Context: an optimization exercise on an open-source flow, tuned for small area. The choices shown serve that exercise and are no tape-out recipe. Function was checked by simulation only, so behaviour that the tests miss may differ from the original. Power is estimated from default activity; no workload was simulated.

run A:
==> flow/design.v <==
package cnn_pkg;
    localparam int unsigned K_SMALL    = 3;
    localparam int unsigned K_LARGE    = 5;
    localparam int unsigned STRIDE_ONE = 1;
    localparam int unsigned STRIDE_TWO = 2;
    function automatic logic is_legal_k(input int unsigned k);
        is_legal_k = (k == K_SMALL) || (k == K_LARGE);
    endfunction
    function automatic logic is_legal_stride(input int unsigned s);
        is_legal_stride = (s == STRIDE_ONE) || (s == STRIDE_TWO);
    endfunction
    function automatic int unsigned slot_index(input int unsigned row,
                                               input int unsigned col,
                                               input int unsigned k);
        slot_index = row * k + col;
    endfunction
    function automatic int unsigned last_aligned(input int unsigned dim,
                                                 input int unsigned k,
                                                 input int unsigned s);
        last_aligned = (k - 1) + ((dim - k) / s) * s;
    endfunction
endpackage
module row_delay #(
    parameter int unsigned DEPTH = 71,
    parameter int unsigned WIDTH = 32
) (
    input  logic                   clk,
    input  logic                   en,
    input  logic [WIDTH-1:0]       din,
    output logic [DEPTH*WIDTH-1:0] stages
);
    logic [WIDTH-1:0] mem [DEPTH];
    always_ff @(posedge clk) begin
        if (en) begin
            mem[0] <= din;
            for (int unsigned i = 1; i < DEPTH - 1; i++) begin
                mem[i] <= mem[i-1];
            end
        end
    end
    always_ff @(posedge clk) begin
        mem[DEPTH-1] <= mem[DEPTH-2];
    end
    always_comb begin
        for (int unsigned i = 0; i < DEPTH; i++) begin
            stages[i*WIDTH +: WIDTH] = mem[i];
        end
    end
endmodule
module window_gen_kxk #(
    parameter int unsigned DATA_WIDTH = 32,
    parameter int unsigned IMG_WIDTH  = 34,
    parameter int unsigned IMG_HEIGHT = 34,
    parameter int unsigned K          = 3,
    parameter int unsigned STRIDE     = 1
) (
    input  logic                      clk,
    input  logic                      resetn,
    input  logic                      data_valid_in,
    input  logic [DATA_WIDTH-1:0]     data_in,
    output logic [K*K*DATA_WIDTH-1:0] window_out,
    output logic                      valid_out,
    output logic                      frame_done
);
    localparam int unsigned CW = $clog2(IMG_WIDTH);
    localparam int unsigned RW = $clog2(IMG_HEIGHT);
    localparam int unsigned NS = (K - 1) * IMG_WIDTH + K;
    localparam logic [CW-1:0] COL_MAX     = CW'(IMG_WIDTH - 1);
    localparam logic [CW-1:0] COL_FIRST   = CW'(K - 1);
    localparam logic [CW-1:0] COL_LAST_AL = CW'(cnn_pkg::last_aligned(IMG_WIDTH, K, STRIDE));
    localparam logic [RW-1:0] ROW_MAX     = RW'(IMG_HEIGHT - 1);
    localparam logic [RW-1:0] ROW_FIRST   = RW'(K - 1);
    localparam logic [RW-1:0] ROW_LAST_AL = RW'(cnn_pkg::last_aligned(IMG_HEIGHT, K, STRIDE));
    localparam logic          PH_MAX      = 1'(STRIDE - 1);
    if (!cnn_pkg::is_legal_k(K)) begin : g_bad_k
        $error("window_gen_kxk: K must be 3 or 5");
    end
    if (!cnn_pkg::is_legal_stride(STRIDE)) begin : g_bad_stride
        $error("window_gen_kxk: STRIDE must be 1 or 2");
    end
    if (IMG_WIDTH < K) begin : g_bad_width
        $error("window_gen_kxk: IMG_WIDTH must be at least K");
    end
    if (IMG_HEIGHT < K) begin : g_bad_height
        $error("window_gen_kxk: IMG_HEIGHT must be at least K");
    end
    function automatic logic ph_step(input logic ph);
        ph_step = (ph == PH_MAX) ? 1'b0 : ph + 1'b1;
    endfunction
    logic                      accept;
    logic                      emit;
    logic                      frame_end;
    logic [CW-1:0]             col;
    logic [RW-1:0]             row;
    logic                      col_ph;
    logic                      row_ph;
    logic [NS*DATA_WIDTH-1:0]  stages;
    logic                      valid_q;
    logic                      frame_done_q;
    assign accept = data_valid_in;
    row_delay #(
        .DEPTH (NS),
        .WIDTH (DATA_WIDTH)
    ) u_line (
        .clk    (clk),
        .en     (accept),
        .din    (data_in),
        .stages (stages)
    );
    always_ff @(posedge clk or negedge resetn) begin
        if (!resetn) begin
            col    <= '0;
            row    <= '0;
            col_ph <= 1'b0;
            row_ph <= 1'b0;
        end else if (accept) begin
            if (col == COL_MAX) begin
                col    <= '0;
                col_ph <= 1'b0;
                if (row == ROW_MAX) begin
                    row    <= '0;
                    row_ph <= 1'b0;
                end else begin
                    row    <= row + 1'b1;
                    row_ph <= (row >= ROW_FIRST) ? ph_step(row_ph) : 1'b0;
                end
            end else begin
                col    <= col + 1'b1;
                col_ph <= (col >= COL_FIRST) ? ph_step(col_ph) : 1'b0;
            end
        end
    end
    assign emit = accept && (row >= ROW_FIRST) && (col >= COL_FIRST)
                  && (col_ph == 1'b0) && (row_ph == 1'b0);
    assign frame_end = emit && (row == ROW_LAST_AL) && (col == COL_LAST_AL);
    always_comb begin
        for (int unsigned j = 0; j < K; j++) begin
            for (int unsigned i = 0; i < K; i++) begin
                window_out[cnn_pkg::slot_index(j, i, K)*DATA_WIDTH +: DATA_WIDTH] =
                    stages[((K-1-j)*IMG_WIDTH + (K-1-i))*DATA_WIDTH +: DATA_WIDTH];
            end
        end
    end
    always_ff @(posedge clk or negedge resetn) begin
        if (!resetn) begin
            valid_q      <= 1'b0;
            frame_done_q <= 1'b0;
        end else begin
            valid_q      <= emit;
            frame_done_q <= frame_end;
        end
    end
    assign valid_out  = valid_q;
    assign frame_done = frame_done_q;
endmodule
export LEC_CHECK = 0
export CAP_MARGIN = 20
export CORE_MARGIN = 2
export CORE_UTILIZATION = 70
export PLACE_DENSITY = 0.8
export SLEW_MARGIN = 20
create_clock -name core_clock -period 3.0 [get_ports {clk}]
standard.sh (not shown) runs the stock make flow with config.mk's settings and CLKGATE_MAP_FILE= SYNTH_SCRIPT=/design/flow/synth_recipe.tcl, a recipe that flattens the netlist after the stock synthesis.
==> flow/flow/run.sh <==
#!/bin/bash
set -euo pipefail
cd "$(dirname "$0")/.."
export BUFFER_PORTS_ARGS="-buffer_cell sky130_fd_sc_hd__buf_1"
export CTS_ARGS="-sink_clustering_enable -repair_clock_nets -dont_use_dummy_load -buf_list {sky130_fd_sc_hd__clkbuf_16} -sink_clustering_size 40 -sink_clustering_max_diameter 60"
bash standard.sh > standard_flow.log 2>&1
diff inputs: run A => run B
Settings: a change of CORE_UTILIZATION from 70 to 40; a change of PLACE_DENSITY from 0.8 to 0.6.
==> flow/run.sh (new file) <==
#!/bin/bash
# synth_recipe.tcl (not shown) runs the flow's synth.tcl, then flattens the netlist and writes it again
# the make line also repeats each setting of config.mk as NAME=value (left out here)
make -C /OpenROAD-flow-scripts/flow DESIGN_CONFIG=/design/flow/config.mk WORK_HOME=/design/flow/orfs CLKGATE_MAP_FILE= SYNTH_SCRIPT=/design/flow/synth_recipe.tcl finish
removed: flow/flow/run.sh
removed: flow/standard.sh
Notes after the runs:
Diff run A -> run B | via count | up by a few percent
Worst setup slack came out lower on run B than on run A.
Total power of the final layout: run B worse than run A
Run B against run A: fmax went down, clock buffer count from CTS shows an increase of about 90%, wire length now smaller, maximum vdd ir drop has decreased.
Here is what was changed in the inputs of run C compared with run B.
Settings: CTS_CLUSTER_DIAMETER newly set to 60; CTS_BUF_LIST newly set to sky130_fd_sc_hd__clkbuf_4 sky130_fd_sc_hd__clkbuf_8; PLACE_DENSITY changed from 0.6 to 0.8; CORE_UTILIZATION changed from 40 to 70; CTS_CLUSTER_SIZE newly set to 20.
==> comparison <==
Between run B and run C, the highest cell delay on the worst timing path is lower for run C.
As of run C, floorplan die area had fallen by more than a quarter compared to run B.
Taking run B as the reference, in run C final cycle utilization of the critical path rose 0.30 points; initial cell density of the core rose 31 points; maximum frequency fell 0.0014 GHz; power fell 13,000 µW.
Cell area after layout: run C vs run B down 6000 µm²
Re total congestion overflow after global routing: no difference whatsoever between run C and run B.
Run C does better than run B on total wirelength of the detailed-routed design.
Layout clock buffer count (run C over run B): decrease, 97
diff inputs: run C => run D
Settings: removing CTS_CLUSTER_SIZE (formerly 20); changing PLACE_DENSITY from 0.8 to 0.92; removing CTS_BUF_LIST (formerly sky130_fd_sc_hd__clkbuf_4 sky130_fd_sc_hd__clkbuf_8); removing CTS_CLUSTER_DIAMETER (formerly 60); changing CORE_UTILIZATION from 70 to 85.
==> flow/flow/run.sh (new file) <==
#!/bin/bash
set -euo pipefail
cd "$(dirname "$0")/.."
export BUFFER_PORTS_ARGS="-buffer_cell sky130_fd_sc_hd__buf_1"
export CTS_ARGS="-sink_clustering_enable -repair_clock_nets -dont_use_dummy_load -buf_list {sky130_fd_sc_hd__clkbuf_4 sky130_fd_sc_hd__clkbuf_8} -sink_clustering_size 20 -sink_clustering_max_diameter 60"
bash standard.sh > standard_flow.log 2>&1
==> flow/standard.sh (new file) <==
#!/bin/bash
# synth_recipe.tcl (not shown) runs the flow's synth.tcl, then flattens the netlist and writes it again
# the make line also repeats each setting of config.mk as NAME=value (left out here)
make -C /OpenROAD-flow-scripts/flow DESIGN_CONFIG=/design/flow/config.mk WORK_HOME=/design/flow/orfs CLKGATE_MAP_FILE= SYNTH_SCRIPT=/design/flow/synth_recipe.tcl "${@:-finish}"
removed: flow/run.sh
==> comparison <==
What ended run D was a tool error in 3_5_place_dp; the run never finished. Simple-gate share of the synthesized area came out exactly the same in run C and run D. The net count of the mapped netlist of run C and that of run D are within noise of each other. Per the comparison of run D with run C, average cell area after synthesis level, xor-xnor portion of the synthesized cell area level, weighted congestion at the end of routability-driven global placement moved down, async set-or-reset flop fraction in the synthesized netlist level. Sort run C and run D by horizontal die dimension, ascending, and run D comes first. Looking at die boundary height, run D sits below run C. Delta(effective utilization at floorplan, run D - run C) > 0. For row count, dividing the value from run C by the value from run D gives 1.10.
Relative to run D, the following input files were edited for run E:
Settings: a change of CORE_UTILIZATION from 85 to 70; a change of PLACE_DENSITY from 0.92 to 0.8.
==> flow/flow/run.sh <==
#!/bin/bash
set -euo pipefail
cd "$(dirname "$0")/.."
export BUFFER_PORTS_ARGS="-buffer_cell sky130_fd_sc_hd__buf_1"
export PRE_RESIZE_TCL="$PWD/flow/pre_resize.tcl"
export CTS_ARGS="-sink_clustering_enable -repair_clock_nets -dont_use_dummy_load -buf_list {sky130_fd_sc_hd__clkbuf_4 sky130_fd_sc_hd__clkbuf_8} -sink_clustering_size 20 -sink_clustering_max_diameter 60"
bash standard.sh > standard_flow.log 2>&1
==> flow/flow/pre_resize.tcl (new file) <==
# Before the standard repair_design: take out the buffer tree that
# timing-driven global placement built on the high-fanout enable net, so
# repair_design rebuilds it (smaller). Port buffers are kept: their output
# nets are marked dont_touch while buffers are removed.
set port_bufs [get_cells -quiet {input* output*}]
set port_nets [get_nets -of [get_pins -of $port_bufs -filter "direction==output"]]
set_dont_touch $port_nets
remove_buffers
unset_dont_touch $port_nets
Status(run D) = ERROR, stage = 3_5_place_dp. Run E ran to completion and came out clean on the timing, DRC and antenna checks. Reported for run D and run E, count of boundary I/O pins turned out identical to the last digit. The lower weighted congestion at the end of routability-driven global placement of run D and run E is in run D. Run E and run D ended up with roughly the same share of synthesized area occupied by flip-flops and latches. Diff run D..run E | synthesized area | unchanged. Run E against run D; number of core rows is up by more than 10%. Comparing run E against run D, there is no change at all in count of flip-flops with a built-in enable after synthesis. The number of input and output port buffers inserted on run D is in line with that on run E.
Changes in run F relative to run E:
Settings: CTS_CLUSTER_SIZE newly set to 20; SLEW_MARGIN changed from 20 to 0; CTS_BUF_LIST newly set to sky130_fd_sc_hd__clkbuf_8; CAP_MARGIN changed from 20 to 0; CTS_CLUSTER_DIAMETER newly set to 50.
==> flow/run.sh (new file) <==
#!/bin/bash
# synth_recipe.tcl (not shown) runs the flow's synth.tcl, then flattens the netlist and writes it again
# the make line also repeats each setting of config.mk as NAME=value (left out here)
make -C /OpenROAD-flow-scripts/flow DESIGN_CONFIG=/design/flow/config.mk WORK_HOME=/design/flow/orfs CLKGATE_MAP_FILE= SYNTH_SCRIPT=/design/flow/synth_recipe.tcl finish
removed: flow/flow/run.sh
removed: flow/flow/pre_resize.tcl
removed: flow/standard.sh
Results
- Run F | stages: all done | timing, DRC, antenna: all pass
- Run F vs run E on count of non-filler cells in the finished layout: run F is the higher one.
- A slowest cell on the critical path of sky130_fd_sc_hd__clkdlybuf4s50_1 is what run F shows, while sky130_fd_sc_hd__buf_16 belongs to run E.
- In the reports for run F and run E, the smaller number of cells after detailed placement belongs to run E.
- Cmp run F and run E / power share of the combinational group / lower: run E
- Run F vs run E: clock period minus final worst setup slack up in run F
- Transition time of the tightest slew-check pin (run F over run E): decrease, 95 ps
- Run F vs. run E: design internal power moved up, overall power consumption moved up, final area moved up.

static timing again, ports no longer ideal:
The flow's constraints put no driver on any port. The routed layouts listed below were extracted and timed again, unchanged, in two steps. Step 1 sets driving cells, clkbuf_16 on the clock port and buf_2 on the other inputs (assumed; they add their load-dependent delay and slew). Step 2 times the ports against the registers' clock, not the clock port: input delays grow and output delays shrink by t, the midpoint of the rising clock arrivals with the driver on. a / b / c = ideal ports / drivers / drivers and shift; a / b = the first two.
run | shift t [ns] | setup slack, ns | worst register clock-pin slew, ns
run A | 0.758 | 0.940 / 0.867 / 0.661 | 0.12 / 0.12
run B | 0.875 | 0.478 / 0.409 / 0.768 | 0.07 / 0.07
run C | 0.885 | 0.468 / 0.403 / 0.835 | 0.11 / 0.11
run E | 0.872 | 0.532 / 0.578 / -0.294 | 0.12 / 0.12
run F | 0.891 | 0.459 / 0.394 / 0.811 | 0.12 / 0.12
With both steps, setup timing fails in run E, where it was met with ideal ports. The setup slack of run E, which loses most, moves by +0.046 ns with the drivers and by -0.826 ns with both steps.
